This is an optimization exercise on Yosys and OpenROAD, whose aim is small area and a short achievable clock period, not a production implementation. The RTL was checked by simulation tests, not by an equivalence proof against the original design.

old:
==> module data_mem_responder, before the edit <==
module data_mem_responder #(
  parameter int DEPTH       = 128,
  parameter int WAIT_CYCLES = 2
) (
  input  logic        clk_i,
  input  logic        rst_i,
  input  logic        req_i,
  input  logic        we_i,
  input  logic [31:0] addr_i,
  input  logic [31:0] data_i,
  output logic        ack_o,
  output logic [31:0] data_o,
  output logic        err_o,
  output logic        busy_o
);
  localparam int NG = 32;    
  logic       busy_q, idle_q, st1_q, st2_q;   
  logic       accept;
  logic [1:0] rot_q;         
  logic        we_q, err_q, err_in;
  logic [31:0] wd_q;
  logic [4:0]  g_q, g_nx;    
  logic [1:0]  ph_q, ph_nx;  
  logic [NG-1:0][3:0][31:0] mem_d;
  logic [NG-1:0][3:0]       mem_v, mem_v_nx;
  logic            wlive_nx;
  logic [NG-1:0]   wr_q, wr_nx;
  logic [2*NG-1:0] rd_sel_q;
  logic [31:0]     rd_data, rd_tap, rd_tap_q;   
  assign accept = req_i & idle_q;
  assign busy_o = busy_q;
  assign err_in = (|addr_i[1:0]) | (|addr_i[31:9]);
  always_ff @(posedge clk_i or posedge rst_i) begin
    if (rst_i) begin
      busy_q <= 1'b0;
      idle_q <= 1'b1;
      st1_q  <= 1'b0;
      st2_q  <= 1'b0;
      ack_o  <= 1'b0;
      err_o  <= 1'b0;
      rot_q  <= '0;
    end else begin
      busy_q <= accept | st1_q | st2_q;
      idle_q <= ~(accept | st1_q | st2_q);
      st1_q  <= accept;
      st2_q  <= st1_q;
      ack_o  <= st2_q;
      err_o  <= st2_q & err_q;
      rot_q  <= rot_q + 2'd1;
    end
  end
  assign g_nx  = idle_q ? addr_i[8:4] : g_q;
  assign ph_nx = idle_q ? addr_i[3:2] + rot_q + 2'd1 : ph_q + 2'd1;
  always_ff @(posedge clk_i) begin
    g_q  <= g_nx;
    ph_q <= ph_nx;
    if (idle_q) begin
      we_q  <= we_i;
      err_q <= err_in;
      wd_q  <= data_i;
    end
  end
  assign wlive_nx = idle_q ? (accept & we_i & ~err_in) : (we_q & ~err_q);
  always_comb
    for (int g = 0; g < NG; g++) wr_nx[g] = wlive_nx & (ph_nx == 2'd3) & (g_nx == 5'(g));
  always_ff @(posedge clk_i or posedge rst_i) begin
    if (rst_i) wr_q <= '0;
    else       wr_q <= wr_nx;
  end
  for (genvar g = 0; g < NG; g++) begin : g_port
    logic        wrn;
    logic [31:0] port_d;
    assign wrn = ~wr_q[g];
    for (genvar b = 0; b < 32; b++) begin : g_bit
      dmr_ao22 u_port (.a0(wr_q[g]), .b0(wd_q[b]), .a1(wrn), .b1(mem_d[g][3][b]), .y(port_d[b]));
    end
    always_ff @(posedge clk_i) begin
      mem_d[g][0] <= port_d;
      mem_d[g][1] <= mem_d[g][0];
      mem_d[g][2] <= mem_d[g][1];
      mem_d[g][3] <= mem_d[g][2];
    end
  end
  always_comb begin
    for (int g = 0; g < NG; g++) begin
      mem_v_nx[g][0] = wr_q[g] | mem_v[g][3];
      mem_v_nx[g][1] = mem_v[g][0];
      mem_v_nx[g][2] = mem_v[g][1];
      mem_v_nx[g][3] = mem_v[g][2];
    end
  end
  always_ff @(posedge clk_i or posedge rst_i) begin
    if (rst_i) mem_v <= '0;
    else       mem_v <= mem_v_nx;
  end
  always_ff @(posedge clk_i) begin
    for (int g = 0; g < NG; g++) begin
      rd_sel_q[2*g]   <= (g_nx == 5'(g)) & (ph_nx == 2'd0) & mem_v_nx[g][0];
      rd_sel_q[2*g+1] <= (g_nx == 5'(g)) & (ph_nx == 2'd2) & mem_v_nx[g][2];
    end
  end
  for (genvar b = 0; b < 32; b++) begin : g_rd
    logic [63:0] rd_d;
    logic [21:0] l1;
    logic [5:0]  l2;
    logic [1:0]  l3;
    logic        hold_n;
    for (genvar g = 0; g < NG; g++) begin : g_tap
      assign rd_d[2*g]   = mem_d[g][0][b];
      assign rd_d[2*g+1] = mem_d[g][2][b];
    end
    for (genvar i = 0; i < 21; i++) begin : g_l1
      dmr_aoi222 u_aoi (.a0(rd_sel_q[3*i]),   .b0(rd_d[3*i]),
                        .a1(rd_sel_q[3*i+1]), .b1(rd_d[3*i+1]),
                        .a2(rd_sel_q[3*i+2]), .b2(rd_d[3*i+2]), .y(l1[i]));
    end
    dmr_nand2 u_aoi_last (.a({rd_sel_q[63], rd_d[63]}), .y(l1[21]));
    for (genvar i = 0; i < 5; i++) begin : g_l2
      dmr_nand4 u_nand (.a(l1[4*i+3:4*i]), .y(l2[i]));
    end
    dmr_nand2 u_nand_last (.a(l1[21:20]), .y(l2[5]));
    dmr_nor3 u_nor_lo (.a(l2[2:0]), .y(l3[0]));
    dmr_nor3 u_nor_hi (.a(l2[5:3]), .y(l3[1]));
    dmr_nand2 u_tap (.a(l3), .y(rd_tap[b]));
    dmr_nand2 u_hold (.a({ph_q[0], rd_tap_q[b]}), .y(hold_n));
    dmr_nand3 u_out (.a({hold_n, l3}), .y(rd_data[b]));
  end
  always_ff @(posedge clk_i) begin
    rd_tap_q <= rd_tap;
    data_o   <= rd_data;
  end
endmodule
make LEC_CHECK=0 CAP_MARGIN=20 CORE_MARGIN=2 CORE_UTILIZATION=55 CTS_CLUSTER_DIAMETER=100 CTS_CLUSTER_SIZE=28 PLACE_DENSITY=0.7 SETUP_SLACK_MARGIN=3.6 SLEW_MARGIN=20 SYNTH_HIERARCHICAL=1 SYNTH_MINIMUM_KEEP_SIZE=0 finish   # period 6.0 ns
run.sh (not shown) runs the stock make flow with config.mk's settings and CLKGATE_MAP_FILE= SYNTH_SCRIPT=/design/flow/synth_recipe.tcl, a recipe that flattens the netlist after the stock synthesis.
Setup changes, old to new
-- flow/design.v --
<<< old, line 27
  logic [NG-1:0]   wr_q, wr_nx;
  logic [2*NG-1:0] rd_sel_q;
  logic [31:0]     rd_data, rd_tap, rd_tap_q;   
  assign accept = req_i & idle_q;
  assign busy_o = busy_q;
>>> new, line 27
  logic [NG-1:0]   wr_q, wr_nx;
  logic [2*NG-1:0] rd_sel_q;
  logic [31:0]     rd_data;
  assign accept = req_i & idle_q;
  assign busy_o = busy_q;
<<< old, line 122
    dmr_nor3 u_nor_lo (.a(l2[2:0]), .y(l3[0]));
    dmr_nor3 u_nor_hi (.a(l2[5:3]), .y(l3[1]));
    dmr_nand2 u_tap (.a(l3), .y(rd_tap[b]));
    dmr_nand2 u_hold (.a({ph_q[0], rd_tap_q[b]}), .y(hold_n));
    dmr_nand3 u_out (.a({hold_n, l3}), .y(rd_data[b]));
  end
  always_ff @(posedge clk_i) begin
    rd_tap_q <= rd_tap;
    data_o   <= rd_data;
  end
endmodule
>>> new, line 122
    dmr_nor3 u_nor_lo (.a(l2[2:0]), .y(l3[0]));
    dmr_nor3 u_nor_hi (.a(l2[5:3]), .y(l3[1]));
    dmr_nand2 u_hold (.a({ph_q[0], data_o[b]}), .y(hold_n));
    dmr_nand3 u_out (.a({hold_n, l3}), .y(rd_data[b]));
  end
  always_ff @(posedge clk_i) begin
    data_o <= rd_data;
  end
endmodule
==> run summary <==
new vs old — routed via count divided by cell count climbed slightly
Taking old as the reference, in new cell count went down by 65, total wire length after detailed routing went up by 9.2 mm.
Diff old -> new: gate count after technology mapping lower; number of filler instances in the final layout lower.

port drivers added, routing unchanged:
In the flow no input, the clock included, has a driving cell. The finished layouts below were timed again as built, in two steps. Step 1 assumes that a clkbuf_16 drives the clock port and a buf_2 every other input. Step 2 times the ports against the registers' clock, not the clock port: input delays grow and output delays shrink by t, the midpoint of the rising clock arrivals with the driver on. Three values: ideal, step 1, step 2; two values: the first two.
| run | t, ns | slack for setup (ns) | hold WS [ns] |
|---|---|---|---|
| old | 0.936 | 3.278 / 3.190 / 2.712 | 0.311 / 0.311 / 0.311 |
| new | 0.949 | 3.327 / 3.243 / 2.670 | 0.310 / 0.310 / 0.310 |
After both steps setup and hold are still met in every run listed. For new, which loses most, drivers alone change the setup slack by -0.084 ns; drivers and shift together by -0.657 ns.
